This design comes from an exercise in tuning for small area, a short achievable clock period and few clock cycles on the open sky130 flow, not from production work. Function was checked by simulation only, so behaviour that the tests miss may differ from the original. Power is estimated from default activity; no workload was simulated.

===== flow/flow/run.sh =====
#!/bin/bash
# The standard layout, with sky130_fd_sc_hd__buf_4 as the buffer that
# buffer_ports puts on every input and output port (ORFS otherwise picks a
# delay cell, clkdlybuf4s50_1, for them). Everything else is the standard flow's
# standard.sh: the standard synthesis and the ORFS flow with config.mk.
set -euo pipefail
export BUFFER_PORTS_ARGS="-buffer_cell sky130_fd_sc_hd__buf_4"
bash standard.sh > standard.log 2>&1

===== flow/standard.sh =====
#!/bin/bash
# synth_recipe.tcl (not shown) runs the flow's synth.tcl, then flattens the netlist and writes it again
# the make line also repeats each setting of config.mk as NAME=value (left out here)
make -C /OpenROAD-flow-scripts/flow DESIGN_CONFIG=/design/flow/config.mk WORK_HOME=/design/flow/orfs CLKGATE_MAP_FILE= SYNTH_SCRIPT=/design/flow/synth_recipe.tcl "${@:-finish}"

===== flow/config.mk =====
export PLATFORM = sky130hd
export DESIGN_NAME = ppu_quire_acc
export DESIGN_NICKNAME = ppu_quire_acc
export VERILOG_FILES = /design/flow/design.v
export SDC_FILE = /design/flow/constraint.sdc
export NUM_CORES = 4
export LEC_CHECK = 0
export CAP_MARGIN = 20
export CORE_MARGIN = 2
export CORE_UTILIZATION = 60
export PLACE_DENSITY = 0.65
export SLEW_MARGIN = 20
export SYNTH_HIERARCHICAL = 1

===== flow/constraint.sdc =====
create_clock -name core_clock -period 12.0 [get_ports {clk_i}]
set_input_delay 2.4000 -clock core_clock [delete_from_list [all_inputs] [get_ports {clk_i}]]
set_output_delay 2.4000 -clock core_clock [all_outputs]
set_load 0.01 [all_outputs]

===== flow/design.v =====
package ppu_pkg;
   localparam int N              = 16;
   localparam int ES             = 1;
   localparam int MS             = N - 2;
   localparam int TE_BITS        = $clog2(N) + ES + 2;
   localparam int FRAC_FULL_SIZE = 3 * N - 8;
   localparam int QW             = 16 * N;
   localparam int QF             = QW / 2;
endpackage
module pfx_add #(
   parameter int W = 32
) (
   input  logic [W-1:0] a,
   input  logic [W-1:0] b,
   input  logic         cin,
   output logic [W-1:0] s,
   output logic         co
);
   localparam int LV = $clog2(W);
   logic [W-1:0] g [LV+1];
   logic [W-1:0] p [LV+1];
   logic [W-1:0] hp;
   assign hp   = a ^ b;
   assign g[0] = (a & b) | {{(W-1){1'b0}}, hp[0] & cin};
   assign p[0] = hp;
   for (genvar l = 0; l < LV; l++) begin : g_lv
      for (genvar i = 0; i < W; i++) begin : g_bit
         if (((i >> l) & 1) == 1) begin : g_op
            localparam int J = ((i >> l) << l) - 1;
            assign g[l+1][i] = g[l][i] | (p[l][i] & g[l][J]);
            assign p[l+1][i] = p[l][i] & p[l][J];
         end else begin : g_pass
            assign g[l+1][i] = g[l][i];
            assign p[l+1][i] = p[l][i];
         end
      end
   end
   assign s  = hp ^ {g[LV][W-2:0], cin};
   assign co = g[LV][W-1];
endmodule
module pfx_add_late #(
   parameter int W = 32
) (
   input  logic [W-1:0] a,
   input  logic [W-1:0] b,
   input  logic         cin,
   output logic [W-1:0] s,
   output logic         gout,     
   output logic         pout,     
   output logic         ones,     
   output logic         onesm1    
);
   localparam int LV = $clog2(W);
   logic [W-1:0] g [LV+1];
   logic [W-1:0] p [LV+1];
   logic [W-1:0] hp;
   assign hp   = a ^ b;
   assign g[0] = a & b;
   assign p[0] = hp;
   for (genvar l = 0; l < LV; l++) begin : g_lv
      for (genvar i = 0; i < W; i++) begin : g_bit
         if (((i >> l) & 1) == 1) begin : g_op
            localparam int J = ((i >> l) << l) - 1;
            assign g[l+1][i] = g[l][i] | (p[l][i] & g[l][J]);
            assign p[l+1][i] = p[l][i] & p[l][J];
         end else begin : g_pass
            assign g[l+1][i] = g[l][i];
            assign p[l+1][i] = p[l][i];
         end
      end
   end
   assign s    = hp ^ ({g[LV][W-2:0], 1'b0} | ({p[LV][W-2:0], 1'b1} & {W{cin}}));
   assign gout = g[LV][W-1];
   assign pout = p[LV][W-1];
   logic [W-1:0] t;
   assign t      = hp ^ {g[0][W-2:0], cin};
   assign ones   = &t;
   assign onesm1 = (&t[W-1:2]) & (hp[1] ^ (a[0] | b[0])) & ~t[0];
endmodule
module quire_booth_enc (
   input  logic [13:0] b,
   output logic [6:0] one,
   output logic [6:0] two,
   output logic [6:0] neg,
   output logic        btop
);
   assign one[0] = b[0] ^ 1'b0;
   assign two[0] = (b[1] & ~b[0] & ~1'b0) | (~b[1] & b[0] & 1'b0);
   assign neg[0] = b[1];
   assign one[1] = b[2] ^ b[1];
   assign two[1] = (b[3] & ~b[2] & ~b[1]) | (~b[3] & b[2] & b[1]);
   assign neg[1] = b[3];
   assign one[2] = b[4] ^ b[3];
   assign two[2] = (b[5] & ~b[4] & ~b[3]) | (~b[5] & b[4] & b[3]);
   assign neg[2] = b[5];
   assign one[3] = b[6] ^ b[5];
   assign two[3] = (b[7] & ~b[6] & ~b[5]) | (~b[7] & b[6] & b[5]);
   assign neg[3] = b[7];
   assign one[4] = b[8] ^ b[7];
   assign two[4] = (b[9] & ~b[8] & ~b[7]) | (~b[9] & b[8] & b[7]);
   assign neg[4] = b[9];
   assign one[5] = b[10] ^ b[9];
   assign two[5] = (b[11] & ~b[10] & ~b[9]) | (~b[11] & b[10] & b[9]);
   assign neg[5] = b[11];
   assign one[6] = b[12] ^ b[11];
   assign two[6] = (b[13] & ~b[12] & ~b[11]) | (~b[13] & b[12] & b[11]);
   assign neg[6] = b[13];
   assign btop = b[13];
endmodule
module quire_mul_tree (
   input  logic [13:0] a,
   input  logic [6:0]  one,
   input  logic [6:0]  two,
   input  logic [6:0]  neg,
   input  logic        btop,
   output logic [27:0] ra,
   output logic [27:0] rb,
   output logic [27:0] rc
);
   logic t1, t2, t3, t4, t5, t6, t7, t8, t9, t10, t11, t12, t13, t14, t15, t16, t17, t18, t19, t20, t21, t22, t23, t24, t25, t26, t27, t28, t29, t30, t31, t32, t33, t34, t35, t36, t37, t38, t39, t40, t41, t42, t43, t44, t45, t46, t47, t48, t49, t50, t51, t52, t53, t54, t55, t56, t57, t58, t59, t60, t61, t62, t63, t64, t65, t66, t67, t68, t69, t70, t71, t72, t73, t74, t75, t76, t77, t78, t79, t80, t81, t82, t83, t84, t85, t86, t87, t88, t89, t90, t91, t92, t93, t94, t95, t96, t97, t98, t99, t100, t101, t102, t103, t104, t105, t106, t107, t108, t109, t110, t111, t112, t113, t114, t115, t116, t117, t118, t119, t120, t121, t122, t123, t124, t125, t126, t127, t128, t129, t130, t131, t132, t133, t134, t135, t136, t137, t138, t139, t140, t141, t142, t143, t144, t145, t146, t147, t148, t149, t150, t151, t152, t153, t154;
   assign t1 = (((one[0] & a[10]) | (two[0] & a[9])) ^ neg[0]) ^ (((one[1] & a[8]) | (two[1] & a[7])) ^ neg[1]);
   assign t2 = (((one[0] & a[10]) | (two[0] & a[9])) ^ neg[0]) & (((one[1] & a[8]) | (two[1] & a[7])) ^ neg[1]);
   assign t3 = (((one[0] & a[11]) | (two[0] & a[10])) ^ neg[0]) ^ (((one[1] & a[9]) | (two[1] & a[8])) ^ neg[1]);
   assign t4 = (((one[0] & a[11]) | (two[0] & a[10])) ^ neg[0]) & (((one[1] & a[9]) | (two[1] & a[8])) ^ neg[1]);
   assign t5 = (((one[0] & a[12]) | (two[0] & a[11])) ^ neg[0]) ^ (((one[1] & a[10]) | (two[1] & a[9])) ^ neg[1]) ^ (((one[2] & a[8]) | (two[2] & a[7])) ^ neg[2]);
   assign t6 = ((((one[0] & a[12]) | (two[0] & a[11])) ^ neg[0]) & (((one[1] & a[10]) | (two[1] & a[9])) ^ neg[1])) | ((((one[0] & a[12]) | (two[0] & a[11])) ^ neg[0]) & (((one[2] & a[8]) | (two[2] & a[7])) ^ neg[2])) | ((((one[1] & a[10]) | (two[1] & a[9])) ^ neg[1]) & (((one[2] & a[8]) | (two[2] & a[7])) ^ neg[2]));
   assign t7 = (((one[3] & a[6]) | (two[3] & a[5])) ^ neg[3]) ^ (((one[4] & a[4]) | (two[4] & a[3])) ^ neg[4]);
   assign t8 = (((one[3] & a[6]) | (two[3] & a[5])) ^ neg[3]) & (((one[4] & a[4]) | (two[4] & a[3])) ^ neg[4]);
   assign t9 = (((one[0] & a[13]) | (two[0] & a[12])) ^ neg[0]) ^ (((one[1] & a[11]) | (two[1] & a[10])) ^ neg[1]) ^ (((one[2] & a[9]) | (two[2] & a[8])) ^ neg[2]);
   assign t10 = ((((one[0] & a[13]) | (two[0] & a[12])) ^ neg[0]) & (((one[1] & a[11]) | (two[1] & a[10])) ^ neg[1])) | ((((one[0] & a[13]) | (two[0] & a[12])) ^ neg[0]) & (((one[2] & a[9]) | (two[2] & a[8])) ^ neg[2])) | ((((one[1] & a[11]) | (two[1] & a[10])) ^ neg[1]) & (((one[2] & a[9]) | (two[2] & a[8])) ^ neg[2]));
   assign t11 = (((one[3] & a[7]) | (two[3] & a[6])) ^ neg[3]) ^ (((one[4] & a[5]) | (two[4] & a[4])) ^ neg[4]);
   assign t12 = (((one[3] & a[7]) | (two[3] & a[6])) ^ neg[3]) & (((one[4] & a[5]) | (two[4] & a[4])) ^ neg[4]);
   assign t13 = (((two[0] & a[13])) ^ neg[0]) ^ (((one[1] & a[12]) | (two[1] & a[11])) ^ neg[1]) ^ (((one[2] & a[10]) | (two[2] & a[9])) ^ neg[2]);
   assign t14 = ((((two[0] & a[13])) ^ neg[0]) & (((one[1] & a[12]) | (two[1] & a[11])) ^ neg[1])) | ((((two[0] & a[13])) ^ neg[0]) & (((one[2] & a[10]) | (two[2] & a[9])) ^ neg[2])) | ((((one[1] & a[12]) | (two[1] & a[11])) ^ neg[1]) & (((one[2] & a[10]) | (two[2] & a[9])) ^ neg[2]));
   assign t15 = (((one[3] & a[8]) | (two[3] & a[7])) ^ neg[3]) ^ (((one[4] & a[6]) | (two[4] & a[5])) ^ neg[4]) ^ (((one[5] & a[4]) | (two[5] & a[3])) ^ neg[5]);
   assign t16 = ((((one[3] & a[8]) | (two[3] & a[7])) ^ neg[3]) & (((one[4] & a[6]) | (two[4] & a[5])) ^ neg[4])) | ((((one[3] & a[8]) | (two[3] & a[7])) ^ neg[3]) & (((one[5] & a[4]) | (two[5] & a[3])) ^ neg[5])) | ((((one[4] & a[6]) | (two[4] & a[5])) ^ neg[4]) & (((one[5] & a[4]) | (two[5] & a[3])) ^ neg[5]));
   assign t17 = ~neg[0] ^ (((one[1] & a[13]) | (two[1] & a[12])) ^ neg[1]) ^ (((one[2] & a[11]) | (two[2] & a[10])) ^ neg[2]);
   assign t18 = (~neg[0] & (((one[1] & a[13]) | (two[1] & a[12])) ^ neg[1])) | (~neg[0] & (((one[2] & a[11]) | (two[2] & a[10])) ^ neg[2])) | ((((one[1] & a[13]) | (two[1] & a[12])) ^ neg[1]) & (((one[2] & a[11]) | (two[2] & a[10])) ^ neg[2]));
   assign t19 = (((one[3] & a[9]) | (two[3] & a[8])) ^ neg[3]) ^ (((one[4] & a[7]) | (two[4] & a[6])) ^ neg[4]) ^ (((one[5] & a[5]) | (two[5] & a[4])) ^ neg[5]);
   assign t20 = ((((one[3] & a[9]) | (two[3] & a[8])) ^ neg[3]) & (((one[4] & a[7]) | (two[4] & a[6])) ^ neg[4])) | ((((one[3] & a[9]) | (two[3] & a[8])) ^ neg[3]) & (((one[5] & a[5]) | (two[5] & a[4])) ^ neg[5])) | ((((one[4] & a[7]) | (two[4] & a[6])) ^ neg[4]) & (((one[5] & a[5]) | (two[5] & a[4])) ^ neg[5]));
   assign t21 = (((one[6] & a[3]) | (two[6] & a[2])) ^ neg[6]) ^ (btop & a[1]);
   assign t22 = (((one[6] & a[3]) | (two[6] & a[2])) ^ neg[6]) & (btop & a[1]);
   assign t23 = (((two[1] & a[13])) ^ neg[1]) ^ (((one[2] & a[12]) | (two[2] & a[11])) ^ neg[2]) ^ (((one[3] & a[10]) | (two[3] & a[9])) ^ neg[3]);
   assign t24 = ((((two[1] & a[13])) ^ neg[1]) & (((one[2] & a[12]) | (two[2] & a[11])) ^ neg[2])) | ((((two[1] & a[13])) ^ neg[1]) & (((one[3] & a[10]) | (two[3] & a[9])) ^ neg[3])) | ((((one[2] & a[12]) | (two[2] & a[11])) ^ neg[2]) & (((one[3] & a[10]) | (two[3] & a[9])) ^ neg[3]));
   assign t25 = (((one[4] & a[8]) | (two[4] & a[7])) ^ neg[4]) ^ (((one[5] & a[6]) | (two[5] & a[5])) ^ neg[5]) ^ (((one[6] & a[4]) | (two[6] & a[3])) ^ neg[6]);
   assign t26 = ((((one[4] & a[8]) | (two[4] & a[7])) ^ neg[4]) & (((one[5] & a[6]) | (two[5] & a[5])) ^ neg[5])) | ((((one[4] & a[8]) | (two[4] & a[7])) ^ neg[4]) & (((one[6] & a[4]) | (two[6] & a[3])) ^ neg[6])) | ((((one[5] & a[6]) | (two[5] & a[5])) ^ neg[5]) & (((one[6] & a[4]) | (two[6] & a[3])) ^ neg[6]));
   assign t27 = (btop & a[2]) ^ 1'b1;
   assign t28 = (btop & a[2]) & 1'b1;
   assign t29 = ~neg[1] ^ (((one[2] & a[13]) | (two[2] & a[12])) ^ neg[2]) ^ (((one[3] & a[11]) | (two[3] & a[10])) ^ neg[3]);
   assign t30 = (~neg[1] & (((one[2] & a[13]) | (two[2] & a[12])) ^ neg[2])) | (~neg[1] & (((one[3] & a[11]) | (two[3] & a[10])) ^ neg[3])) | ((((one[2] & a[13]) | (two[2] & a[12])) ^ neg[2]) & (((one[3] & a[11]) | (two[3] & a[10])) ^ neg[3]));
   assign t31 = (((one[4] & a[9]) | (two[4] & a[8])) ^ neg[4]) ^ (((one[5] & a[7]) | (two[5] & a[6])) ^ neg[5]) ^ (((one[6] & a[5]) | (two[6] & a[4])) ^ neg[6]);
   assign t32 = ((((one[4] & a[9]) | (two[4] & a[8])) ^ neg[4]) & (((one[5] & a[7]) | (two[5] & a[6])) ^ neg[5])) | ((((one[4] & a[9]) | (two[4] & a[8])) ^ neg[4]) & (((one[6] & a[5]) | (two[6] & a[4])) ^ neg[6])) | ((((one[5] & a[7]) | (two[5] & a[6])) ^ neg[5]) & (((one[6] & a[5]) | (two[6] & a[4])) ^ neg[6]));
   assign t33 = (((two[2] & a[13])) ^ neg[2]) ^ (((one[3] & a[12]) | (two[3] & a[11])) ^ neg[3]) ^ (((one[4] & a[10]) | (two[4] & a[9])) ^ neg[4]);
   assign t34 = ((((two[2] & a[13])) ^ neg[2]) & (((one[3] & a[12]) | (two[3] & a[11])) ^ neg[3])) | ((((two[2] & a[13])) ^ neg[2]) & (((one[4] & a[10]) | (two[4] & a[9])) ^ neg[4])) | ((((one[3] & a[12]) | (two[3] & a[11])) ^ neg[3]) & (((one[4] & a[10]) | (two[4] & a[9])) ^ neg[4]));
   assign t35 = (((one[5] & a[8]) | (two[5] & a[7])) ^ neg[5]) ^ (((one[6] & a[6]) | (two[6] & a[5])) ^ neg[6]);
   assign t36 = (((one[5] & a[8]) | (two[5] & a[7])) ^ neg[5]) & (((one[6] & a[6]) | (two[6] & a[5])) ^ neg[6]);
   assign t37 = ~neg[2] ^ (((one[3] & a[13]) | (two[3] & a[12])) ^ neg[3]) ^ (((one[4] & a[11]) | (two[4] & a[10])) ^ neg[4]);
   assign t38 = (~neg[2] & (((one[3] & a[13]) | (two[3] & a[12])) ^ neg[3])) | (~neg[2] & (((one[4] & a[11]) | (two[4] & a[10])) ^ neg[4])) | ((((one[3] & a[13]) | (two[3] & a[12])) ^ neg[3]) & (((one[4] & a[11]) | (two[4] & a[10])) ^ neg[4]));
   assign t39 = (((two[3] & a[13])) ^ neg[3]) ^ (((one[4] & a[12]) | (two[4] & a[11])) ^ neg[4]);
   assign t40 = (((two[3] & a[13])) ^ neg[3]) & (((one[4] & a[12]) | (two[4] & a[11])) ^ neg[4]);
   assign t41 = (((one[0] & a[6]) | (two[0] & a[5])) ^ neg[0]) ^ (((one[1] & a[4]) | (two[1] & a[3])) ^ neg[1]);
   assign t42 = (((one[0] & a[6]) | (two[0] & a[5])) ^ neg[0]) & (((one[1] & a[4]) | (two[1] & a[3])) ^ neg[1]);
   assign t43 = (((one[0] & a[7]) | (two[0] & a[6])) ^ neg[0]) ^ (((one[1] & a[5]) | (two[1] & a[4])) ^ neg[1]);
   assign t44 = (((one[0] & a[7]) | (two[0] & a[6])) ^ neg[0]) & (((one[1] & a[5]) | (two[1] & a[4])) ^ neg[1]);
   assign t45 = (((one[0] & a[8]) | (two[0] & a[7])) ^ neg[0]) ^ (((one[1] & a[6]) | (two[1] & a[5])) ^ neg[1]) ^ (((one[2] & a[4]) | (two[2] & a[3])) ^ neg[2]);
   assign t46 = ((((one[0] & a[8]) | (two[0] & a[7])) ^ neg[0]) & (((one[1] & a[6]) | (two[1] & a[5])) ^ neg[1])) | ((((one[0] & a[8]) | (two[0] & a[7])) ^ neg[0]) & (((one[2] & a[4]) | (two[2] & a[3])) ^ neg[2])) | ((((one[1] & a[6]) | (two[1] & a[5])) ^ neg[1]) & (((one[2] & a[4]) | (two[2] & a[3])) ^ neg[2]));
   assign t47 = (((one[3] & a[2]) | (two[3] & a[1])) ^ neg[3]) ^ (((one[4] & a[0])) ^ neg[4]);
   assign t48 = (((one[3] & a[2]) | (two[3] & a[1])) ^ neg[3]) & (((one[4] & a[0])) ^ neg[4]);
   assign t49 = (((one[0] & a[9]) | (two[0] & a[8])) ^ neg[0]) ^ (((one[1] & a[7]) | (two[1] & a[6])) ^ neg[1]) ^ (((one[2] & a[5]) | (two[2] & a[4])) ^ neg[2]);
   assign t50 = ((((one[0] & a[9]) | (two[0] & a[8])) ^ neg[0]) & (((one[1] & a[7]) | (two[1] & a[6])) ^ neg[1])) | ((((one[0] & a[9]) | (two[0] & a[8])) ^ neg[0]) & (((one[2] & a[5]) | (two[2] & a[4])) ^ neg[2])) | ((((one[1] & a[7]) | (two[1] & a[6])) ^ neg[1]) & (((one[2] & a[5]) | (two[2] & a[4])) ^ neg[2]));
   assign t51 = (((one[3] & a[3]) | (two[3] & a[2])) ^ neg[3]) ^ (((one[4] & a[1]) | (two[4] & a[0])) ^ neg[4]);
   assign t52 = (((one[3] & a[3]) | (two[3] & a[2])) ^ neg[3]) & (((one[4] & a[1]) | (two[4] & a[0])) ^ neg[4]);
   assign t53 = (((one[2] & a[6]) | (two[2] & a[5])) ^ neg[2]) ^ (((one[3] & a[4]) | (two[3] & a[3])) ^ neg[3]) ^ (((one[4] & a[2]) | (two[4] & a[1])) ^ neg[4]);
   assign t54 = ((((one[2] & a[6]) | (two[2] & a[5])) ^ neg[2]) & (((one[3] & a[4]) | (two[3] & a[3])) ^ neg[3])) | ((((one[2] & a[6]) | (two[2] & a[5])) ^ neg[2]) & (((one[4] & a[2]) | (two[4] & a[1])) ^ neg[4])) | ((((one[3] & a[4]) | (two[3] & a[3])) ^ neg[3]) & (((one[4] & a[2]) | (two[4] & a[1])) ^ neg[4]));
   assign t55 = (((one[5] & a[0])) ^ neg[5]) ^ neg[5] ^ t1;
   assign t56 = ((((one[5] & a[0])) ^ neg[5]) & neg[5]) | ((((one[5] & a[0])) ^ neg[5]) & t1) | (neg[5] & t1);
   assign t57 = (((one[2] & a[7]) | (two[2] & a[6])) ^ neg[2]) ^ (((one[3] & a[5]) | (two[3] & a[4])) ^ neg[3]) ^ (((one[4] & a[3]) | (two[4] & a[2])) ^ neg[4]);
   assign t58 = ((((one[2] & a[7]) | (two[2] & a[6])) ^ neg[2]) & (((one[3] & a[5]) | (two[3] & a[4])) ^ neg[3])) | ((((one[2] & a[7]) | (two[2] & a[6])) ^ neg[2]) & (((one[4] & a[3]) | (two[4] & a[2])) ^ neg[4])) | ((((one[3] & a[5]) | (two[3] & a[4])) ^ neg[3]) & (((one[4] & a[3]) | (two[4] & a[2])) ^ neg[4]));
   assign t59 = (((one[5] & a[1]) | (two[5] & a[0])) ^ neg[5]) ^ t2 ^ t3;
   assign t60 = ((((one[5] & a[1]) | (two[5] & a[0])) ^ neg[5]) & t2) | ((((one[5] & a[1]) | (two[5] & a[0])) ^ neg[5]) & t3) | (t2 & t3);
   assign t61 = (((one[5] & a[2]) | (two[5] & a[1])) ^ neg[5]) ^ (((one[6] & a[0])) ^ neg[6]) ^ neg[6];
   assign t62 = ((((one[5] & a[2]) | (two[5] & a[1])) ^ neg[5]) & (((one[6] & a[0])) ^ neg[6])) | ((((one[5] & a[2]) | (two[5] & a[1])) ^ neg[5]) & neg[6]) | ((((one[6] & a[0])) ^ neg[6]) & neg[6]);
   assign t63 = t4 ^ t5 ^ t7;
   assign t64 = (t4 & t5) | (t4 & t7) | (t5 & t7);
   assign t65 = (((one[5] & a[3]) | (two[5] & a[2])) ^ neg[5]) ^ (((one[6] & a[1]) | (two[6] & a[0])) ^ neg[6]) ^ t6;
   assign t66 = ((((one[5] & a[3]) | (two[5] & a[2])) ^ neg[5]) & (((one[6] & a[1]) | (two[6] & a[0])) ^ neg[6])) | ((((one[5] & a[3]) | (two[5] & a[2])) ^ neg[5]) & t6) | ((((one[6] & a[1]) | (two[6] & a[0])) ^ neg[6]) & t6);
   assign t67 = t8 ^ t9 ^ t11;
   assign t68 = (t8 & t9) | (t8 & t11) | (t9 & t11);
   assign t69 = (((one[6] & a[2]) | (two[6] & a[1])) ^ neg[6]) ^ (btop & a[0]) ^ t10;
   assign t70 = ((((one[6] & a[2]) | (two[6] & a[1])) ^ neg[6]) & (btop & a[0])) | ((((one[6] & a[2]) | (two[6] & a[1])) ^ neg[6]) & t10) | ((btop & a[0]) & t10);
   assign t71 = t12 ^ t13 ^ t15;
   assign t72 = (t12 & t13) | (t12 & t15) | (t13 & t15);
   assign t73 = 1'b1 ^ t14 ^ t16;
   assign t74 = (1'b1 & t14) | (1'b1 & t16) | (t14 & t16);
   assign t75 = t17 ^ t19 ^ t21;
   assign t76 = (t17 & t19) | (t17 & t21) | (t19 & t21);
   assign t77 = t18 ^ t20 ^ t22;
   assign t78 = (t18 & t20) | (t18 & t22) | (t20 & t22);
   assign t79 = t23 ^ t25 ^ t27;
   assign t80 = (t23 & t25) | (t23 & t27) | (t25 & t27);
   assign t81 = (btop & a[3]) ^ t24 ^ t26;
   assign t82 = ((btop & a[3]) & t24) | ((btop & a[3]) & t26) | (t24 & t26);
   assign t83 = t28 ^ t29 ^ t31;
   assign t84 = (t28 & t29) | (t28 & t31) | (t29 & t31);
   assign t85 = (btop & a[4]) ^ 1'b1 ^ t30;
   assign t86 = ((btop & a[4]) & 1'b1) | ((btop & a[4]) & t30) | (1'b1 & t30);
   assign t87 = t32 ^ t33 ^ t35;
   assign t88 = (t32 & t33) | (t32 & t35) | (t33 & t35);
   assign t89 = (((one[5] & a[9]) | (two[5] & a[8])) ^ neg[5]) ^ (((one[6] & a[7]) | (two[6] & a[6])) ^ neg[6]) ^ (btop & a[5]);
   assign t90 = ((((one[5] & a[9]) | (two[5] & a[8])) ^ neg[5]) & (((one[6] & a[7]) | (two[6] & a[6])) ^ neg[6])) | ((((one[5] & a[9]) | (two[5] & a[8])) ^ neg[5]) & (btop & a[5])) | ((((one[6] & a[7]) | (two[6] & a[6])) ^ neg[6]) & (btop & a[5]));
   assign t91 = t34 ^ t36 ^ t37;
   assign t92 = (t34 & t36) | (t34 & t37) | (t36 & t37);
   assign t93 = (((one[5] & a[10]) | (two[5] & a[9])) ^ neg[5]) ^ (((one[6] & a[8]) | (two[6] & a[7])) ^ neg[6]) ^ (btop & a[6]);
   assign t94 = ((((one[5] & a[10]) | (two[5] & a[9])) ^ neg[5]) & (((one[6] & a[8]) | (two[6] & a[7])) ^ neg[6])) | ((((one[5] & a[10]) | (two[5] & a[9])) ^ neg[5]) & (btop & a[6])) | ((((one[6] & a[8]) | (two[6] & a[7])) ^ neg[6]) & (btop & a[6]));
   assign t95 = 1'b1 ^ t38 ^ t39;
   assign t96 = (1'b1 & t38) | (1'b1 & t39) | (t38 & t39);
   assign t97 = ~neg[3] ^ (((one[4] & a[13]) | (two[4] & a[12])) ^ neg[4]) ^ (((one[5] & a[11]) | (two[5] & a[10])) ^ neg[5]);
   assign t98 = (~neg[3] & (((one[4] & a[13]) | (two[4] & a[12])) ^ neg[4])) | (~neg[3] & (((one[5] & a[11]) | (two[5] & a[10])) ^ neg[5])) | ((((one[4] & a[13]) | (two[4] & a[12])) ^ neg[4]) & (((one[5] & a[11]) | (two[5] & a[10])) ^ neg[5]));
   assign t99 = (((one[6] & a[9]) | (two[6] & a[8])) ^ neg[6]) ^ (btop & a[7]) ^ t40;
   assign t100 = ((((one[6] & a[9]) | (two[6] & a[8])) ^ neg[6]) & (btop & a[7])) | ((((one[6] & a[9]) | (two[6] & a[8])) ^ neg[6]) & t40) | ((btop & a[7]) & t40);
   assign t101 = (((two[4] & a[13])) ^ neg[4]) ^ (((one[5] & a[12]) | (two[5] & a[11])) ^ neg[5]) ^ (((one[6] & a[10]) | (two[6] & a[9])) ^ neg[6]);
   assign t102 = ((((two[4] & a[13])) ^ neg[4]) & (((one[5] & a[12]) | (two[5] & a[11])) ^ neg[5])) | ((((two[4] & a[13])) ^ neg[4]) & (((one[6] & a[10]) | (two[6] & a[9])) ^ neg[6])) | ((((one[5] & a[12]) | (two[5] & a[11])) ^ neg[5]) & (((one[6] & a[10]) | (two[6] & a[9])) ^ neg[6]));
   assign t103 = (btop & a[8]) ^ 1'b1;
   assign t104 = (btop & a[8]) & 1'b1;
   assign t105 = ~neg[4] ^ (((one[5] & a[13]) | (two[5] & a[12])) ^ neg[5]) ^ (((one[6] & a[11]) | (two[6] & a[10])) ^ neg[6]);
   assign t106 = (~neg[4] & (((one[5] & a[13]) | (two[5] & a[12])) ^ neg[5])) | (~neg[4] & (((one[6] & a[11]) | (two[6] & a[10])) ^ neg[6])) | ((((one[5] & a[13]) | (two[5] & a[12])) ^ neg[5]) & (((one[6] & a[11]) | (two[6] & a[10])) ^ neg[6]));
   assign t107 = (((two[5] & a[13])) ^ neg[5]) ^ (((one[6] & a[12]) | (two[6] & a[11])) ^ neg[6]);
   assign t108 = (((two[5] & a[13])) ^ neg[5]) & (((one[6] & a[12]) | (two[6] & a[11])) ^ neg[6]);
   assign t109 = (((one[0] & a[4]) | (two[0] & a[3])) ^ neg[0]) ^ (((one[1] & a[2]) | (two[1] & a[1])) ^ neg[1]);
   assign t110 = (((one[0] & a[4]) | (two[0] & a[3])) ^ neg[0]) & (((one[1] & a[2]) | (two[1] & a[1])) ^ neg[1]);
   assign t111 = (((one[0] & a[5]) | (two[0] & a[4])) ^ neg[0]) ^ (((one[1] & a[3]) | (two[1] & a[2])) ^ neg[1]);
   assign t112 = (((one[0] & a[5]) | (two[0] & a[4])) ^ neg[0]) & (((one[1] & a[3]) | (two[1] & a[2])) ^ neg[1]);
   assign t113 = (((one[2] & a[2]) | (two[2] & a[1])) ^ neg[2]) ^ (((one[3] & a[0])) ^ neg[3]) ^ neg[3];
   assign t114 = ((((one[2] & a[2]) | (two[2] & a[1])) ^ neg[2]) & (((one[3] & a[0])) ^ neg[3])) | ((((one[2] & a[2]) | (two[2] & a[1])) ^ neg[2]) & neg[3]) | ((((one[3] & a[0])) ^ neg[3]) & neg[3]);
   assign t115 = (((one[2] & a[3]) | (two[2] & a[2])) ^ neg[2]) ^ (((one[3] & a[1]) | (two[3] & a[0])) ^ neg[3]) ^ t42;
   assign t116 = ((((one[2] & a[3]) | (two[2] & a[2])) ^ neg[2]) & (((one[3] & a[1]) | (two[3] & a[0])) ^ neg[3])) | ((((one[2] & a[3]) | (two[2] & a[2])) ^ neg[2]) & t42) | ((((one[3] & a[1]) | (two[3] & a[0])) ^ neg[3]) & t42);
   assign t117 = neg[4] ^ t44 ^ t45;
   assign t118 = (neg[4] & t44) | (neg[4] & t45) | (t44 & t45);
   assign t119 = t46 ^ t48 ^ t49;
   assign t120 = (t46 & t48) | (t46 & t49) | (t48 & t49);
   assign t121 = t50 ^ t52 ^ t53;
   assign t122 = (t50 & t52) | (t50 & t53) | (t52 & t53);
   assign t123 = t54 ^ t56 ^ t57;
   assign t124 = (t54 & t56) | (t54 & t57) | (t56 & t57);
   assign t125 = t58 ^ t60 ^ t61;
   assign t126 = (t58 & t60) | (t58 & t61) | (t60 & t61);
   assign t127 = t62 ^ t64 ^ t65;
   assign t128 = (t62 & t64) | (t62 & t65) | (t64 & t65);
   assign t129 = t66 ^ t68 ^ t69;
   assign t130 = (t66 & t68) | (t66 & t69) | (t68 & t69);
   assign t131 = t70 ^ t72 ^ t73;
   assign t132 = (t70 & t72) | (t70 & t73) | (t72 & t73);
   assign t133 = t74 ^ t76 ^ t77;
   assign t134 = (t74 & t76) | (t74 & t77) | (t76 & t77);
   assign t135 = t78 ^ t80 ^ t81;
   assign t136 = (t78 & t80) | (t78 & t81) | (t80 & t81);
   assign t137 = t82 ^ t84 ^ t85;
   assign t138 = (t82 & t84) | (t82 & t85) | (t84 & t85);
   assign t139 = t86 ^ t88 ^ t89;
   assign t140 = (t86 & t88) | (t86 & t89) | (t88 & t89);
   assign t141 = t90 ^ t92 ^ t93;
   assign t142 = (t90 & t92) | (t90 & t93) | (t92 & t93);
   assign t143 = t94 ^ t96 ^ t97;
   assign t144 = (t94 & t96) | (t94 & t97) | (t96 & t97);
   assign t145 = t98 ^ t100 ^ t101;
   assign t146 = (t98 & t100) | (t98 & t101) | (t100 & t101);
   assign t147 = (btop & a[9]) ^ t102 ^ t104;
   assign t148 = ((btop & a[9]) & t102) | ((btop & a[9]) & t104) | (t102 & t104);
   assign t149 = (btop & a[10]) ^ 1'b1 ^ t106;
   assign t150 = ((btop & a[10]) & 1'b1) | ((btop & a[10]) & t106) | (1'b1 & t106);
   assign t151 = ~neg[5] ^ (((one[6] & a[13]) | (two[6] & a[12])) ^ neg[6]) ^ (btop & a[11]);
   assign t152 = (~neg[5] & (((one[6] & a[13]) | (two[6] & a[12])) ^ neg[6])) | (~neg[5] & (btop & a[11])) | ((((one[6] & a[13]) | (two[6] & a[12])) ^ neg[6]) & (btop & a[11]));
   assign t153 = (((two[6] & a[13])) ^ neg[6]) ^ (btop & a[12]);
   assign t154 = (((two[6] & a[13])) ^ neg[6]) & (btop & a[12]);
   assign ra = {~neg[6], 1'b1, t108, t107, t105, t103, t99, t95, t91, t87, t83, t79, t75, t71, t67, t63, t59, t55, t51, t47, t43, t41, (((one[2] & a[1]) | (two[2] & a[0])) ^ neg[2]), (((one[2] & a[0])) ^ neg[2]), (((one[0] & a[3]) | (two[0] & a[2])) ^ neg[0]), (((one[0] & a[2]) | (two[0] & a[1])) ^ neg[0]), (((one[0] & a[1]) | (two[0] & a[0])) ^ neg[0]), (((one[0] & a[0])) ^ neg[0])};
   assign rb = {(btop & a[13]), t152, t150, t148, t146, t144, t142, t140, t138, t136, t134, t132, t130, t128, t126, t124, t122, t120, t118, t116, t114, t112, t110, neg[2], (((one[1] & a[1]) | (two[1] & a[0])) ^ neg[1]), (((one[1] & a[0])) ^ neg[1]), 1'b0, neg[0]};
   assign rc = {t154, t153, t151, t149, t147, t145, t143, t141, t139, t137, t135, t133, t131, t129, t127, t125, t123, t121, t119, t117, t115, t113, t111, t109, 1'b0, neg[1], 1'b0, 1'b0};
endmodule
module quire_resolve (
   input  logic [255:0] x,
   input  logic [7:0]   xones,    
   input  logic [7:0]   xonesm1,  
   input  logic [6:0]   cr,       
   output logic [7:0]   kk,       
   output logic [7:0]   jsel,     
   output logic         nz0,      
   output logic         sgn
);
   logic [7:0] crin, z0, e0, e1, e2, gg, pp, rz, ro, nz, above;
   logic [7:0] rz0, rz1, ro0, ro1;
   logic [7:0] lg [4];
   logic [7:0] lp [4];
   logic       a7, t1, t2, c0, c1;
   always_comb begin
      for (int i = 0; i < 8; i++) begin
         crin[i] = (i == 0) ? 1'b0 : cr[i-1];
         z0[i] = ~|x[32*i +: 32];
         e0[i] = xones[i];
         e1[i] = xonesm1[i];
         e2[i] = (&x[32*i+2 +: 30]) & ~x[32*i+1] &  x[32*i];
         gg[i] = e0[i] & crin[i];
         pp[i] = (e0[i] & ~crin[i]) | (e1[i] & crin[i]);
         rz0[i] = crin[i] ? e0[i] : z0[i];
         rz1[i] = crin[i] ? e1[i] : e0[i];
         ro0[i] = crin[i] ? e1[i] : e0[i];
         ro1[i] = crin[i] ? e2[i] : e1[i];
      end
      a7 = &x[226 +: 29];
      t1 = a7 & x[225] & x[224];      
      t2 = a7 & x[225] & ~x[224];     
      c0 = crin[7] & t1;
      c1 = t1 | (crin[7] & t2);
   end
   assign lg[0] = gg;
   assign lp[0] = pp;
   for (genvar l = 0; l < 3; l++) begin : g_lv
      for (genvar c = 0; c < 8; c++) begin : g_c
         if (((c >> l) & 1) == 1) begin : g_op
            localparam int J = ((c >> l) << l) - 1;
            assign lg[l+1][c] = lg[l][c] | (lp[l][c] & lg[l][J]);
            assign lp[l+1][c] = lp[l][c] & lp[l][J];
         end else begin : g_pass
            assign lg[l+1][c] = lg[l][c];
            assign lp[l+1][c] = lp[l][c];
         end
      end
   end
   always_comb begin
      kk  = {lg[3][6:0], 1'b0};
      rz  = (kk & rz1) | (~kk & rz0);
      ro  = (kk & ro1) | (~kk & ro0);
      sgn = x[255] ^ (kk[7] ? c1 : c0);
      nz  = sgn ? ~ro : ~rz;
      for (int i = 0; i < 8; i++) above[i] = (i == 7) ? 1'b0 : |(nz >> (i + 1));
      for (int i = 1; i < 8; i++) jsel[i] = nz[i] & ~above[i];
      jsel[0] = ~above[0];
      nz0     = nz[0];
   end
endmodule
module quire_norm_coarse (
   input  logic [255:0] quire,
   input  logic [7:0]   jsel,
   input  logic         sgn,
   output logic [71:0]  win,      
   output logic [4:0]   lzl,
   output logic [2:0]   m,        
   output logic         stk
);
   logic [295:0] zz;
   logic [71:0]  c5;
   logic [7:0]   o32, o24, below, under;
   logic [31:0]  top;
   always_comb begin
      m = 3'd0;
      for (int j = 0; j < 8; j++) if (jsel[j]) m = 3'(7 - j);
      zz = {quire, 40'b0};
      c5 = '0;
      for (int j = 0; j < 8; j++)
         c5 = c5 | ({72{jsel[j]}} & zz[32*j + 71 -: 72]);
      win = c5 ^ {72{sgn}};
      top = win[71:40];
      lzl = 5'd31;
      for (int i = 0; i < 32; i++)
         if (top[i]) lzl = 5'(31 - i);
      for (int i = 0; i < 8; i++) begin
         o32[i] = |quire[32*i +: 32];
         o24[i] = |quire[32*i +: 24];
      end
      under[0] = 1'b0;
      for (int j = 1; j < 8; j++) under[j] = under[j-1] | o32[j-1];
      below[0] = 1'b0;
      below[1] = 1'b0;
      for (int j = 2; j < 8; j++) below[j] = o24[j-2] | under[j-2];
      stk = |(jsel & below);
   end
endmodule
module quire_norm_fine (
   input  logic [71:0] win,
   input  logic [4:0]  lzl,
   input  logic        sgn,
   output logic [41:0] lead2,    
   output logic        nz        
);
   logic [55:0] c4;
   logic [47:0] c3;
   logic [43:0] c2;
   logic [41:0] c1;
   logic [4:1]  drop;
   logic        s;
   always_comb begin
      s       = sgn;
      c4      = lzl[4] ? win[55:0] : win[71 -: 56];
      drop[4] = lzl[4] ? 1'b0 : |(win[15:0] ^ {16{s}});
      c3      = lzl[3] ? c4[47:0] : c4[55 -: 48];
      drop[3] = lzl[3] ? 1'b0 : |(c4[7:0] ^ {8{s}});
      c2      = lzl[2] ? c3[43:0] : c3[47 -: 44];
      drop[2] = lzl[2] ? 1'b0 : |(c3[3:0] ^ {4{s}});
      c1      = lzl[1] ? c2[41:0] : c2[43 -: 42];
      drop[1] = lzl[1] ? 1'b0 : |(c2[1:0] ^ {2{s}});
      lead2   = c1;
      nz      = |drop;
   end
endmodule
module quire_norm_out (
   input  logic [41:0] lead2,
   input  logic [7:0]  lz,
   input  logic        nz2,      
   input  logic        sgn,
   input  logic        none,
   input  logic        sticky,
   output logic [48:0] meta,
   output logic        zero
);
   logic              s, cy, ovf, hi0, hi1, lo0, lo1, lownz, allone;
   logic [40:0]       lead;
   logic [39:0]       frac;
   logic [39:0]       run [7];
   logic [6:0]        t0, t1, te;
   assign run[0] = {lead[38:0], 1'b1};
   for (genvar l = 0; l < 6; l++) begin : g_lv
      for (genvar i = 0; i < 40; i++) begin : g_bit
         if (((i >> l) & 1) == 1) begin : g_op
            assign run[l+1][i] = run[l][i] & run[l][((i >> l) << l) - 1];
         end else begin : g_pass
            assign run[l+1][i] = run[l][i];
         end
      end
   end
   assign lead = lz[0] ? lead2[40:0] : lead2[41:1];
   always_comb begin
      s      = sgn;
      lownz  = nz2 | (~lz[0] & (lead2[0] ^ s));
      allone = &lead[39:0];
      cy     = s & ~lownz;
      ovf  = cy & allone;
      frac = lead[39:0] ^ ({40{cy}} & run[6]);
      t0  = 7'(8'd127 - lz);
      t1  = 7'(8'd128 - lz);
      hi0 = lz < 8'd64;
      hi1 = lz < 8'd65;
      lo0 = lz > 8'd191;
      lo1 = lz > 8'd192;
      te  = ovf ? t1 : t0;
      meta = '0;
      zero = 1'b0;
      if (none & ~s) begin
         zero = ~sticky;
         if (sticky) begin
            meta[47:41] = 7'h40;
            meta[0]     = 1'b1;
         end
      end else if (none) begin
         meta[48]    = 1'b1;
         meta[47:41] = 7'h40;
         meta[0]     = 1'b1;
      end else begin
         meta[48]   = s;
         meta[40:1] = frac;
         meta[0]    = lownz | sticky;
         if (ovf ? hi1 : hi0) begin
            meta[47:41] = 7'h3F;
            meta[0]     = 1'b1;
         end else if (ovf ? lo1 : lo0) begin
            meta[47:41] = 7'h40;
            meta[0]     = 1'b1;
         end else begin
            meta[47:41] = te;
         end
      end
   end
endmodule
module ppu_quire_acc (
   input  logic        clk_i,
   input  logic        rst_i,
   input  logic        in_valid_i,
   output logic        in_ready_o,
   input  logic [21:0] in_a_i,
   input  logic [21:0] in_b_i,
   input  logic        in_a_special_i,
   input  logic        in_b_special_i,
   input  logic        in_last_i,
   output logic        out_valid_o,
   input  logic        out_ready_i,
   output logic [48:0] out_meta_o,
   output logic        out_nar_o,
   output logic        out_zero_o
);
   localparam int W  = 32;
   localparam int NC = 8;
   logic fire, last_fire;
   assign fire      = in_valid_i & in_ready_o;
   assign last_fire = fire & in_last_i;
   logic        first_in;     
   logic        r0_first, r0_nfirst;
   logic        r0_valid;
   logic [13:0] r0_ma;
   logic [6:0]  r0_one, r0_two, r0_bneg, enc_one, enc_two, enc_neg;
   logic        r0_btop, enc_btop;
   logic [6:0]  r0_ta, r0_tb;
   logic        r0_neg, r0_add, r0_nar, r0_last;
   quire_booth_enc u_enc (.b(in_b_i[13:0]), .one(enc_one), .two(enc_two), .neg(enc_neg), .btop(enc_btop));
   always_ff @(posedge clk_i or posedge rst_i) begin
      if (rst_i) begin
         r0_valid <= 1'b0;
         first_in <= 1'b1;
      end else begin
         r0_valid <= fire;
         if (fire) first_in <= in_last_i;
      end
   end
   always_ff @(posedge clk_i) begin
      r0_ma   <= in_a_i[13:0];
      r0_one  <= enc_one;
      r0_two  <= enc_two;
      r0_bneg <= enc_neg;
      r0_btop <= enc_btop;
      r0_ta   <= in_a_i[20:14];
      r0_tb   <= in_b_i[20:14];
      r0_neg  <= in_a_i[21] ^ in_b_i[21];
      r0_nar  <= (in_a_special_i & in_a_i[21]) | (in_b_special_i & in_b_i[21]);
      r0_add  <= ~in_a_special_i & ~in_b_special_i;
      r0_last <= in_last_i;
      r0_first  <= first_in;
      r0_nfirst <= ~first_in;
   end
   logic              m1_valid;
   logic [27:0]       m1_ra, m1_rb, m1_rc, tree_ra, tree_rb, tree_rc;
   logic signed [8:0] m1_k;
   logic              m1_neg, m1_add, m1_nar, m1_last, m1_first, m1_nfirst;
   quire_mul_tree u_tree (
      .a    (r0_ma),
      .one  (r0_one),
      .two  (r0_two),
      .neg  (r0_bneg),
      .btop (r0_btop),
      .ra   (tree_ra),
      .rb   (tree_rb),
      .rc   (tree_rc)
   );
   always_ff @(posedge clk_i or posedge rst_i)
      if (rst_i) m1_valid <= 1'b0;
      else       m1_valid <= r0_valid;
   always_ff @(posedge clk_i) begin
      m1_ra   <= tree_ra;
      m1_rb   <= tree_rb;
      m1_rc   <= tree_rc;
      m1_k    <= 9'($signed(r0_ta)) + 9'($signed(r0_tb)) + 9'sd102;
      m1_neg  <= r0_neg;
      m1_nar  <= r0_valid & r0_nar;
      m1_add  <= r0_valid & r0_add;
      m1_last <= r0_last;
      m1_first  <= r0_first;
      m1_nfirst <= r0_nfirst;
   end
   logic              m2_valid;
   logic [27:0]       m2_p, prod;
   logic              prod_co;
   logic signed [8:0] m2_k;
   logic              m2_neg, m2_add, m2_nar, m2_last, m2_first, m2_nfirst;
   logic [27:0] ps, pc;
   assign ps = m1_ra ^ m1_rb ^ m1_rc;
   assign pc = {(m1_ra[26:0] & m1_rb[26:0]) | (m1_ra[26:0] & m1_rc[26:0]) | (m1_rb[26:0] & m1_rc[26:0]), 1'b0};
   pfx_add #(.W(28)) u_padd (.a(ps), .b(pc), .cin(1'b0), .s(prod), .co(prod_co));
   always_ff @(posedge clk_i or posedge rst_i)
      if (rst_i) m2_valid <= 1'b0;
      else       m2_valid <= m1_valid;
   always_ff @(posedge clk_i) begin
      m2_p    <= prod;
      m2_k    <= m1_k;
      m2_neg  <= m1_neg;
      m2_nar  <= m1_nar;
      m2_add  <= m1_add;
      m2_last <= m1_last;
      m2_first  <= m1_first;
      m2_nfirst <= m1_nfirst;
   end
   logic              r2_valid;
   logic [58:0]       r2_win;
   logic [NC-1:0]     r2_lo, r2_hi, r2_fill;
   logic              r2_neg, r2_cin, r2_drop, r2_nar, r2_last;
   logic              r2_vf_a, r2_vf_b, r2_vf_c, r2_vf_d;
   logic [58:0]       sh;
   logic [3:0]        cidx;
   assign sh   = 59'(m2_p) << m2_k[4:0];
   assign cidx = m2_k[8:5];
   always_ff @(posedge clk_i or posedge rst_i)
      if (rst_i) r2_valid <= 1'b0;
      else       r2_valid <= m2_valid;
   always_ff @(posedge clk_i) begin
      r2_win <= sh ^ {59{m2_neg}};
      r2_neg <= m2_neg;
      for (int i = 0; i < NC; i++) begin
         r2_lo[i]   <= m2_add & (cidx == 4'(i));
         r2_hi[i]   <= m2_add & (cidx == 4'(i - 1));
         r2_fill[i] <= m2_add & m2_neg & (cidx != 4'(i)) & (cidx != 4'(i - 1));
      end
      r2_cin  <= m2_add & m2_neg;
      r2_drop <= m2_add & (cidx == 4'hF) & (|sh[31:0]);
      r2_nar  <= m2_nar;
      r2_last <= m2_last;
      r2_vf_a <= m2_valid & m2_first;
      r2_vf_b <= ~(m2_valid & m2_first);
      r2_vf_c <= m2_valid & ~m2_nfirst;
      r2_vf_d <= ~m2_valid | m2_nfirst;
   end
   logic [W-1:0]  x   [NC];
   logic [W-1:0]  xin [NC];
   logic [W-1:0]  a   [NC];
   logic [W-1:0]  sum [NC];
   logic          cg  [NC];
   logic          cp  [NC];
   logic          cin [NC];
   logic [NC-2:0] cr;
   logic [NC-1:0] crin;
   logic [NC:0]   kk;
   logic [63:0]   wfull;
   logic          fresh, cap, res, nres, nar_acc, sticky_acc;
   logic [7:0]    clr;      
   logic          fr_a, fr_b, nfr_a, nfr_b;
   assign wfull = {{5{r2_neg}}, r2_win};
   always_comb begin
      for (int i = 0; i < NC; i++) begin
         crin[i] = (i == 0) ? 1'b0 : (cr[i-1] & ~clr[i]);
         xin[i]  = clr[i] ? '0 : x[i];
         a[i]    = ({W{r2_lo[i]}} & wfull[W-1:0]) |
                   ({W{r2_hi[i]}} & wfull[2*W-1:W]) |
                   {W{r2_fill[i]}} |
                   {{(W-1){1'b0}}, ~nres & (i == 0 ? 1'b0 : cr[i-1])};
         if (i == 0) cin[i] = r2_cin;
         else        cin[i] = res ? kk[i] : crin[i];
      end
   end
   logic [255:0] q;
   logic [NC-1:0] rjsel, jsel_r, xones, xonesm1, ones_nx, onesm1_nx;
   logic          rsgn, sgn_r, rnz0, nz0_r, none_r;
   assign q = {x[7], x[6], x[5], x[4], x[3], x[2], x[1], x[0]};
   quire_resolve u_res (
      .x       (q),
      .xones   (xones),
      .xonesm1 (xonesm1),
      .cr      (cr),
      .kk      (kk[NC-1:0]),
      .jsel    (rjsel),
      .nz0     (rnz0),
      .sgn     (rsgn)
   );
   always_ff @(posedge clk_i) begin
      jsel_r <= rjsel;
      nz0_r  <= rnz0;
      sgn_r  <= rsgn;
   end
   assign none_r = jsel_r[0] & ~nz0_r;
   for (genvar i = 0; i < NC; i++) begin : g_chunk
      pfx_add_late #(.W(W)) u_add (
         .a    (xin[i]),
         .b    (a[i]),
         .cin  (cin[i]),
         .s    (sum[i]),
         .gout   (cg[i]),
         .pout   (cp[i]),
         .ones   (ones_nx[i]),
         .onesm1 (onesm1_nx[i])
      );
   end
   always_ff @(posedge clk_i or posedge rst_i) begin
      if (rst_i) begin
         fr_a  <= 1'b1;
         fr_b  <= 1'b1;
         nfr_a <= 1'b0;
         nfr_b <= 1'b0;
      end else begin
         if (r2_valid) fr_a <= 1'b0;
         else if (res) fr_a <= 1'b1;
         if (res)           fr_b <= 1'b1;
         else if (r2_valid) fr_b <= 1'b0;
         if (r2_valid) nfr_a <= 1'b1;
         else if (res) nfr_a <= 1'b0;
         if (res)           nfr_b <= 1'b0;
         else if (r2_valid) nfr_b <= 1'b1;
      end
   end
   assign clr   = {~r2_vf_d, r2_vf_c, ~r2_vf_b, r2_vf_a, ~nfr_b, ~nfr_a, fr_b, fr_a};
   assign fresh = fr_a;
   always_ff @(posedge clk_i or posedge rst_i) begin
      if (rst_i) begin
         cap     <= 1'b0;
         res     <= 1'b0;
         nres    <= 1'b1;
         cr      <= '0;
      end else begin
         cap     <= res;
         res     <= r2_valid & r2_last;
         nres    <= ~(r2_valid & r2_last);
         for (int i = 0; i < NC - 1; i++)
            cr[i] <= cg[i] | (cp[i] & (i == 0 ? r2_cin : crin[i]));
      end
   end
   always_ff @(posedge clk_i) begin
      for (int i = 0; i < NC; i++) x[i] <= sum[i];
      xones   <= ones_nx;
      xonesm1 <= onesm1_nx;
      nar_acc    <= (nar_acc & ~fresh) | (r2_valid & r2_nar);
      sticky_acc <= (sticky_acc & ~fresh) | (r2_valid & r2_drop);
   end
   logic [71:0] crs_win, n1_win;
   logic [4:0]  crs_lzl, n1_lzl;
   logic        crs_stk;
   logic [2:0]  crs_m, n1_m;
   logic        n1_stk, n1_s, n1_none, n1_sticky, n1_nar, n1_valid;
   logic [41:0] fine_lead2, n2_lead2;
   logic        fine_nz;
   logic [7:0]  n2_lz;
   logic        n2_lownz, n2_s, n2_none, n2_sticky, n2_nar, n2_valid;
   logic [48:0] norm_meta;
   logic        norm_zero;
   logic [48:0] out_meta_r;
   logic        out_nar_r, out_zero_r;
   logic        n2_to_out;
   quire_norm_coarse u_coarse (
      .quire (q),
      .jsel  (jsel_r),
      .sgn   (sgn_r),
      .win   (crs_win),
      .lzl   (crs_lzl),
      .m     (crs_m),
      .stk   (crs_stk)
   );
   always_ff @(posedge clk_i) begin
      n1_win    <= crs_win;
      n1_lzl    <= crs_lzl;
      n1_m      <= crs_m;
      n1_stk    <= crs_stk;
      n1_s      <= sgn_r;
      n1_none   <= none_r;
      n1_sticky <= sticky_acc;
      n1_nar    <= nar_acc;
   end
   quire_norm_fine u_fine (
      .win  (n1_win),
      .lzl  (n1_lzl),
      .sgn  (n1_s),
      .lead2 (fine_lead2),
      .nz    (fine_nz)
   );
   assign n2_to_out = n2_valid & ~out_valid_o;
   always_ff @(posedge clk_i) begin
      if (n1_valid) begin
         n2_lead2  <= fine_lead2;
         n2_lz     <= {n1_m, n1_lzl};
         n2_lownz  <= n1_stk | fine_nz;
         n2_s      <= n1_s;
         n2_none   <= n1_none;
         n2_sticky <= n1_sticky;
         n2_nar    <= n1_nar;
      end
   end
   quire_norm_out u_out (
      .lead2  (n2_lead2),
      .lz     (n2_lz),
      .nz2    (n2_lownz),
      .sgn    (n2_s),
      .none   (n2_none),
      .sticky (n2_sticky),
      .meta   (norm_meta),
      .zero   (norm_zero)
   );
   always_ff @(posedge clk_i) begin
      if (n2_to_out) begin
         out_meta_r <= n2_nar ? '0 : norm_meta;
         out_nar_r  <= n2_nar;
         out_zero_r <= ~n2_nar & norm_zero;
      end
   end
   logic [2:0] committed, committed_nx, base;
   logic       nrdy;
   logic       n1_valid_nx, n2_valid_nx, out_valid_nx;
   always_comb begin
      n1_valid_nx  = cap;
      n2_valid_nx  = n1_valid | (n2_valid & ~n2_to_out);
      out_valid_nx = n2_to_out | (out_valid_o & ~out_ready_i);
      committed_nx = committed + 3'(last_fire) - 3'(n1_valid);
      base         = committed - 3'(n1_valid) + 3'(n2_valid_nx);
   end
   always_ff @(posedge clk_i or posedge rst_i) begin
      if (rst_i) begin
         committed   <= '0;
         n1_valid    <= 1'b0;
         n2_valid    <= 1'b0;
         out_valid_o <= 1'b0;
         nrdy        <= 1'b0;
      end else begin
         committed   <= committed_nx;
         n1_valid    <= n1_valid_nx;
         n2_valid    <= n2_valid_nx;
         out_valid_o <= out_valid_nx;
         nrdy        <= ~(~last_fire &
                          ((base == 3'd0) | ((base == 3'd1) & ~out_valid_nx)));
      end
   end
   assign in_ready_o = ~nrdy;
   assign out_meta_o = out_meta_r;
   assign out_nar_o  = out_nar_r;
   assign out_zero_o = out_zero_r;
endmodule

==> flow_metrics.env, run 1 <==
export IMPL_crit_top_cell="nand2_1"
export IMPL_drt_wl_total_mm=234
export IMPL_ant_nets=0
export IMPL_post_cts_buffers=0
export IMPL_rows=116
export IMPL_worst_slack_ns=8.08
export IMPL_grt_pass1_vias=51200
export IMPL_vias_per_cell=6.89
export IMPL_n_fill_cell=8358
export IMPL_power_leakage_nw=25.1
export IMPL_hold_class="register to register"
export IMPL_max_slew_margin_rel_pct=9.34
export IMPL_dp_slack_ns=8.25
export IMPL_die_y_microns=320
export IMPL_io_buffer_count=103
export IMPL_cts_sinks=781
export IMPL_path_max_fanout=13
export IMPL_finalSetupViolations=0
export IMPL_gp_congestion=1.11
export IMPL_fp_dieW_microns=320
export IMPL_cts_root_buffer="clkbuf_16"
export IMPL_tightest_slew_ns=1.36
export IMPL_antenna_found_initial=22
export IMPL_path_cells="a22oi_1 -> nand4_1 -> a31oi_2 -> nand2_1 -> nand2_1 -> o21ai_0 -> nand3_1 -> nand2_1 -> a21oi_1 -> o21ai_0 -> a221oi_1 -> xnor2_1"
export IMPL_slew_violations=0
export IMPL_maxCapViolCount=0
export IMPL_clk_pin_slew_ns=0.06
export IMPL_cp_slowest_cell="dfrtp_1"
export IMPL_hold_violations=0
export IMPL_cts_htree_levels=3
export IMPL_status="finished clean"
export IMPL_cp_end_kind="register"
export IMPL_vdd_drop_max_v=0.000172
export IMPL_slowest_delay_ns=0.63
export IMPL_arrival_ns=4.55
export IMPL_ios=104
export IMPL_syn_avg_cell_area_sq_um=9.17
export IMPL_grt_overflow_total=0
export IMPL_worst_hold_slack_ns=0.325
export IMPL_num_vias=53200
export IMPL_ctsResizeCount=0
export IMPL_synthCells=6549
export IMPL_rsz0062_at_grt="no"
export IMPL_track_usage_pct=44.8
export IMPL_firstDrtPassIters=14
export IMPL_start_util_pct=60.2
export IMPL_skew_ns=0.0597
export IMPL_tns_ns=0
export IMPL_cts_tree="yes"
export IMPL_multi_input_comb_area_sq_um=38400
export IMPL_period_share_pct=32.6
export IMPL_seqCellArea_sq_um=16900
export IMPL_clockBufferDepth=3
export IMPL_synthesis_area_sq_um=60100
export IMPL_critPathKind="register to register"
export IMPL_hpwl_mm=170
export IMPL_drtIter0Drc=7420
export IMPL_yosys_warnings=31
export IMPL_cp_required_ns=12.63
export IMPL_syn_to_final_growth_pct=6.49
export IMPL_nets=6944
export IMPL_dieArea_sq_um=103000
export IMPL_core_region_area_sq_um=99700
export IMPL_grt_first_pass_wirelength_mm=339
export IMPL_grt_max_degree=77
export IMPL_fmax_mhz=255
export IMPL_clk_latency_ns=0.75
export IMPL_cts_hold_buffers_added=0
export IMPL_fin_crit_ns=3.92
export IMPL_drc=0
export IMPL_cp_start_kind="register"
export IMPL_cts_buffers=92
export IMPL_wire_per_inst_microns=30.3
export IMPL_drive_gt1_share_pct=10.0
export IMPL_power_density_nw_per_um2=222
==> routing by layer <==
layer | vias up | track usage [%] | routed length, microns
li1 | 23000 | - | -
met1 | 25700 | 51.9 | 82100
met2 | 3435 | 66.3 | 98100
met3 | 1096 | 16.8 | 30700
met4 | 22 | 35.4 | 22800
met5 | - | 1.32 | 226
==> registers in the layout (all words and copies together) (netlist names), 8 cells and up <==
| signal | flops |
|---|---|
| jsel_r | 8 |
| m1_k | 9 |
| m1_ra | 28 |
| m1_rb | 28 |
| m1_rc | 28 |
| m2_k | 9 |
| m2_p | 28 |
| n1_win | 71 |
| n2_lead2 | 41 |
| n2_lz | 8 |
| out_meta_r | 49 |
| r0_ma | 14 |
| r2_fill | 8 |
| r2_win | 59 |
| x | 256 |
| xones | 8 |
==> metrics by stage <==
stage | std cells | instance area [sq um] | utilization, % | total power [W]
after global placement | 7542 | 60500 | 60.7 | 0.0105
after floorplan | 6553 | 60100 | - | 0.00818
after detailed placement | 7542 | 60500 | 60.7 | 0.0106
final | 7727 | 63900 | 64.1 | 0.0142
after CTS | 7712 | 63900 | 64.1 | 0.0138
after global routing | 7716 | 63900 | 64.1 | 0.0146
==> area by class of cell <==
cell class                      count  share of cell area (%)
Inverter                          634                    3.72
Antenna cell                       14                  0.0548
Clock inverter                     39                    1.11
Clock buffer                      131                    4.18
Multi-Input combinational cell   4656                    60.0
Sequential cell                   781                    26.4
Tap cell                         1298                    2.54
Timing Repair Buffer              174                    2.05
==> path summary, 6_finish.rpt <==
kind / from / end / slack (ns) / cells past startpoint
max reg2reg: cr[2]$_DFF_PP0_ / x[7][15]$_DFF_P_ / 8.08 / 12
min in group asynchronous: rst_i / m1_valid$_DFF_PP0_ / 1.83 / 3
max in group asynchronous: rst_i / nfr_b$_DFFE_PP0P_ / 9.56 / 3
max: cr[2]$_DFF_PP0_ / x[7][15]$_DFF_P_ / 8.08 / 12
min reg2reg: m1_first$_DFF_P_ / m2_first$_DFF_P_ / 0.33 / 0
min: m1_first$_DFF_P_ / m2_first$_DFF_P_ / 0.33 / 0
==> cells in the final DEF (no fill, tap or decap), types with 33 or more instances in the layout <==
| cell type | count |
|---|---|
| a21o_1 | 45 |
| a221o_1 | 219 |
| mux2i_1 | 127 |
| edfxtp_1 | 105 |
| and2_1 | 153 |
| clkbuf_16 | 94 |
| o21ai_0 | 101 |
| nand3_1 | 113 |
| ha_1 | 329 |
| nor3_1 | 85 |
| mux4_2 | 46 |
| dfxtp_1 | 623 |
| nand3b_1 | 38 |
| xor2_1 | 249 |
| nand4_1 | 176 |
| nand2_1 | 387 |
| nor4_1 | 183 |
| nand2b_1 | 35 |
| inv_1 | 625 |
| a221oi_1 | 42 |
| xnor2_1 | 408 |
| a21oi_1 | 171 |
| a22oi_1 | 308 |
| and3_1 | 58 |
| mux2_2 | 61 |
| a21boi_1 | 33 |
| nor2_1 | 283 |
| fa_1 | 225 |
| a31oi_1 | 80 |
| nor2b_1 | 231 |
| buf_4 | 173 |
==> power breakdown <==
part	switching, W	internal, W
Sequential	0.00184	0.00343
Clock	0.00126	0.00185
Combinational	0.00355	0.00226
Total	0.00666	0.00754
==> critical path: cells and delay by family (launching register included) <==
family / cells / cell delay (ns)
simple gates: 5 / 0.86
xor+xnor: 1 / 0.17
flops: 1 / 0.63
compound gates: 6 / 2.15
Testbench counts, summed over its fixed seeds: cycles 7,194.
==> run 2: changes to the inputs <==
==> flow/flow/run.sh (replaced) <==
#!/bin/bash
# The standard layout, with two changes to how ORFS builds it:
# - sky130_fd_sc_hd__buf_4 as the buffer that buffer_ports puts on every
#   input and output port (ORFS otherwise picks a delay cell,
#   clkdlybuf4s50_1, for them);
# - clock tree synthesis without dummy loads.
# Everything else is the standard.sh: the standard synthesis and the ORFS
# flow with config.mk.
set -euo pipefail
export BUFFER_PORTS_ARGS="-buffer_cell sky130_fd_sc_hd__buf_4"
export CTS_ARGS="-sink_clustering_enable -repair_clock_nets -dont_use_dummy_load"
bash standard.sh > standard.log 2>&1
--- a/flow/config.mk
+++ b/flow/config.mk
@@ -8,6 +8,6 @@
 export CAP_MARGIN = 20
 export CORE_MARGIN = 2
-export CORE_UTILIZATION = 60
-export PLACE_DENSITY = 0.65
+export CORE_UTILIZATION = 70
+export PLACE_DENSITY = 0.75
 export SLEW_MARGIN = 20
 export SYNTH_HIERARCHICAL = 1
==> run 2 against run 1 <==
Compared with the run above:
- now fails the layout checks on antenna rules
- critical path depth up 1
- via count up 3.9%
- total power down 4.2%
- register-to-register slack better by 0.07 ns
- fmax up 1.8%
- first-iteration DRC count up 15%
- clock skew up 0.017 ns
- count of clock-buffer cells in the layout down 44
- area after synthesis unchanged
- setup slack better by 0.069 ns
- cell count down 2.5%
- wire length down 0.75%
- critical path type unchanged
- critical endpoint is now x[4][11]$_DFF_P_
- largest cell class unchanged
==> flow_metrics.env, run 2 <==
export IMPL_grt_max_degree=77
export IMPL_failed_checks="antenna rules"
export IMPL_reg2reg_from="cr[0]$_DFF_PP0_"
export IMPL_wire_per_inst_microns=30.8
export IMPL_rsz0062_at_grt="no"
export IMPL_grt_pass1_vias=53000
export IMPL_power_frac_clock_pct=17.0
export IMPL_drive_gt1_share_pct=9.24
export IMPL_core_region_area_sq_um=85100
export IMPL_cts_root_buffer="clkbuf_16"
export IMPL_track_usage_pct=51.9
export IMPL_rrSetupSlack_ns=8.15
export IMPL_postLayoutCellArea_sq_um=62700
export IMPL_drtIter0Drc=8523
export IMPL_firstDrtPassIters=11
export IMPL_min_path_cells=0
export IMPL_cp_end_kind="register"
export IMPL_yosys_warnings=31
export IMPL_largestRegisters="x (256), n1_win (71), r2_win (59)"
export IMPL_critPathKind="register to register"
export IMPL_seq_power_share_pct=40.0
export IMPL_largest_reg_flops=256
export IMPL_use_met2_pct=74.3
export IMPL_dieArea_sq_um=88100
export IMPL_switching_power_w=0.00664
export IMPL_vdd_drop_max_v=0.000196
export IMPL_power_density_nw_per_um2=217
export IMPL_max_slew_margin_rel_pct=5.55
export IMPL_num_vias=55300
export IMPL_arrival_ns=4.44
export IMPL_die_y_microns=297
export IMPL_clockBufferDepth=3
export IMPL_vias_per_cell=7.34
export IMPL_ff2ff_path_depth=13
export IMPL_final_common_cell="inv_1"
export IMPL_met3_usage_pct=23.0
export IMPL_status="finished with violations"
export IMPL_post_cts_buffers=0
export IMPL_fin_crit_ns=3.85
export IMPL_cts_htree_levels=3
export IMPL_grt_first_pass_wirelength_mm=342
export IMPL_cts_buffers=87
export IMPL_io_buffer_count=103
export IMPL_clk_latency_ns=0.71
export IMPL_fmax_mhz=260
export IMPL_dpl_cell_area_sq_um=60200
export IMPL_syn_to_final_growth_pct=4.34
export IMPL_maxCapViolCount=0
export IMPL_gp_congestion=1.15
export IMPL_antenna_found_initial=28
export IMPL_ios=104
export IMPL_synthCells=6549
export IMPL_synthesis_area_sq_um=60100
export IMPL_ant_nets=2
export IMPL_slowest_delay_ns=0.76
export IMPL_n_fill_cell=5986
export IMPL_r2r_end="x[4][11]$_DFF_P_"
export IMPL_hold_violations=0
export IMPL_path_max_fanout=8
export IMPL_p_comb_share_pct=43.0
export IMPL_clk_pin_slew_ns=0.07
export IMPL_finalSetupViolations=0
export IMPL_drt_wl_total_mm=232
export IMPL_tns_ns=0
export IMPL_period_share_pct=32.1
export IMPL_cts_hold_buffers_added=0
export IMPL_switching_share_pct=48.8
export IMPL_gr_usage_met1_pct=58.6
export IMPL_rows=107
export IMPL_cp_required_ns=12.59
export IMPL_top_usage_layer="met2"
export IMPL_power_leakage_nw=24.5
export IMPL_syn_avg_cell_area_sq_um=9.17
export IMPL_cp_start_kind="register"
export IMPL_hold_class="register to register"
export IMPL_cts_tree="yes"
export IMPL_drc=0
export IMPL_slew_violations=0
export IMPL_placed_cells=7377
export IMPL_hpwl_mm=168
export IMPL_fp_dieW_microns=297
export IMPL_hold_end="m2_last$_DFF_P_"
export IMPL_nets=6930
export IMPL_cts_sinks=781
export IMPL_skew_ns=0.0768
export IMPL_path_cells="nand3_1 -> and3_2 -> inv_1 -> a21o_1 -> a22o_1 -> nand2_1 -> o21ai_0 -> nand3_1 -> nand2_1 -> a21oi_1 -> o21ai_0 -> a221oi_1 -> xnor2_1"
export IMPL_grt_overflow_total=0
export IMPL_layout_cells_non_filler=7537
export IMPL_worstHoldStart="m1_last$_DFF_P_"
export IMPL_regMostFlops="x"
export IMPL_internal_power_w=0.00696
export IMPL_tightest_slew_ns=1.41
export IMPL_ctsResizeCount=0
export IMPL_start_util_pct=70.5
export IMPL_cp_slowest_cell="dfrtp_1"
export IMPL_mostFrequentLayoutCells="625 x inv_1, 613 x dfxtp_1, 408 x xnor2_1"
export IMPL_worst_hold_slack_ns=0.314
## run 2: cell type report
class | instances | area [sq um] | share of cell area, %
flip-flops and latches | 781 | 16900 | 26.9
diodes | 70 | 175 | 0.280
repair buffers | 165 | 1250 | 2.00
multi-input cells | 4656 | 38400 | 61.2
well taps | 1144 | 1430 | 2.28
clock buffers | 87 | 2180 | 3.47
inverters | 634 | 2380 | 3.80
## run 2: worst max-delay path by stage
stage | start | endpoint | slack [ns] | cells after the start
5_1_grt | cr[0]$_DFF_PP0_ | x[6][11]$_DFF_P_ | 8.00 | 12
2_1_floorplan | in_valid_i | committed[2]$_DFF_PP0_ | 8.45 | 6
6_report | cr[0]$_DFF_PP0_ | x[4][11]$_DFF_P_ | 8.15 | 13
4_1_cts | out_valid_o$_DFF_PP0_ | out_valid_o | 8.25 | 1
3_5_place_dp | in_valid_i | committed[1]$_DFF_PP0_ | 8.20 | 7
3_3_place_gp | in_valid_i | committed[2]$_DFF_PP0_ | 8.27 | 7
## run 2: power groups by stage
stage / registers, W / logic, W / clock network (W)
final: 0.00545 / 0.00585 / 0.00231
after global routing: 0.00528 / 0.00620 / 0.00240
after CTS: 0.00512 / 0.00555 / 0.00230
after detailed placement: 0.00516 / 0.00547 / 0
after global placement: 0.00515 / 0.00526 / 0
after floorplan: 0.00392 / 0.00426 / 0
## run 2: worst max-delay path: cells and delay by family (launching register included)
family          cells  cell delay, ns
xor+xnor            1            0.19
buf+inv             1            0.14
compound gates      6            1.50
flops               1            0.76
simple gates        5            1.14
## run 2: routing by layer
metal / up-vias / share of wire, %
met5: - / 0.15
met3: 1534 / 14
met1: 26300 / 33
met2: 4514 / 41
met4: 14 / 11
li1: 22900 / -
## run 2: through the flow
| step | setup WS [ns] | util [%] | total power [W] |
|---|---|---|---|
| after floorplan | 8.45 | - | 0.00818 |
| after global placement | 8.27 | 70.7 | 0.0104 |
| after detailed placement | 8.20 | 70.7 | 0.0106 |
| after CTS | 8.25 | 73.3 | 0.0130 |
| after global routing | 8.00 | 73.4 | 0.0139 |
| final | 8.15 | 73.6 | 0.0136 |

## afterwards: timing with drivers on the ports
The flow's constraints put no driver on any port. The routed layouts listed below were extracted and timed again, unchanged, in two steps. Step 1 sets driving cells, clkbuf_16 on the clock port and buf_2 on the other inputs (assumed; they add their load-dependent delay and slew). Step 2 times the ports against the registers' clock, not the clock port: input delays grow and output delays shrink by t, the midpoint of the rising clock arrivals with the driver on. Slacks: ideal ports / drivers / drivers and shift; pairs: ideal ports / drivers.
| run | shift t [ns] | slack for setup (ns) |
|---|---|---|
| run 1 | 0.794 | 8.084 / 8.084 / 8.084 |
| run 2 | 0.754 | 8.153 / 8.153 / 8.153 |
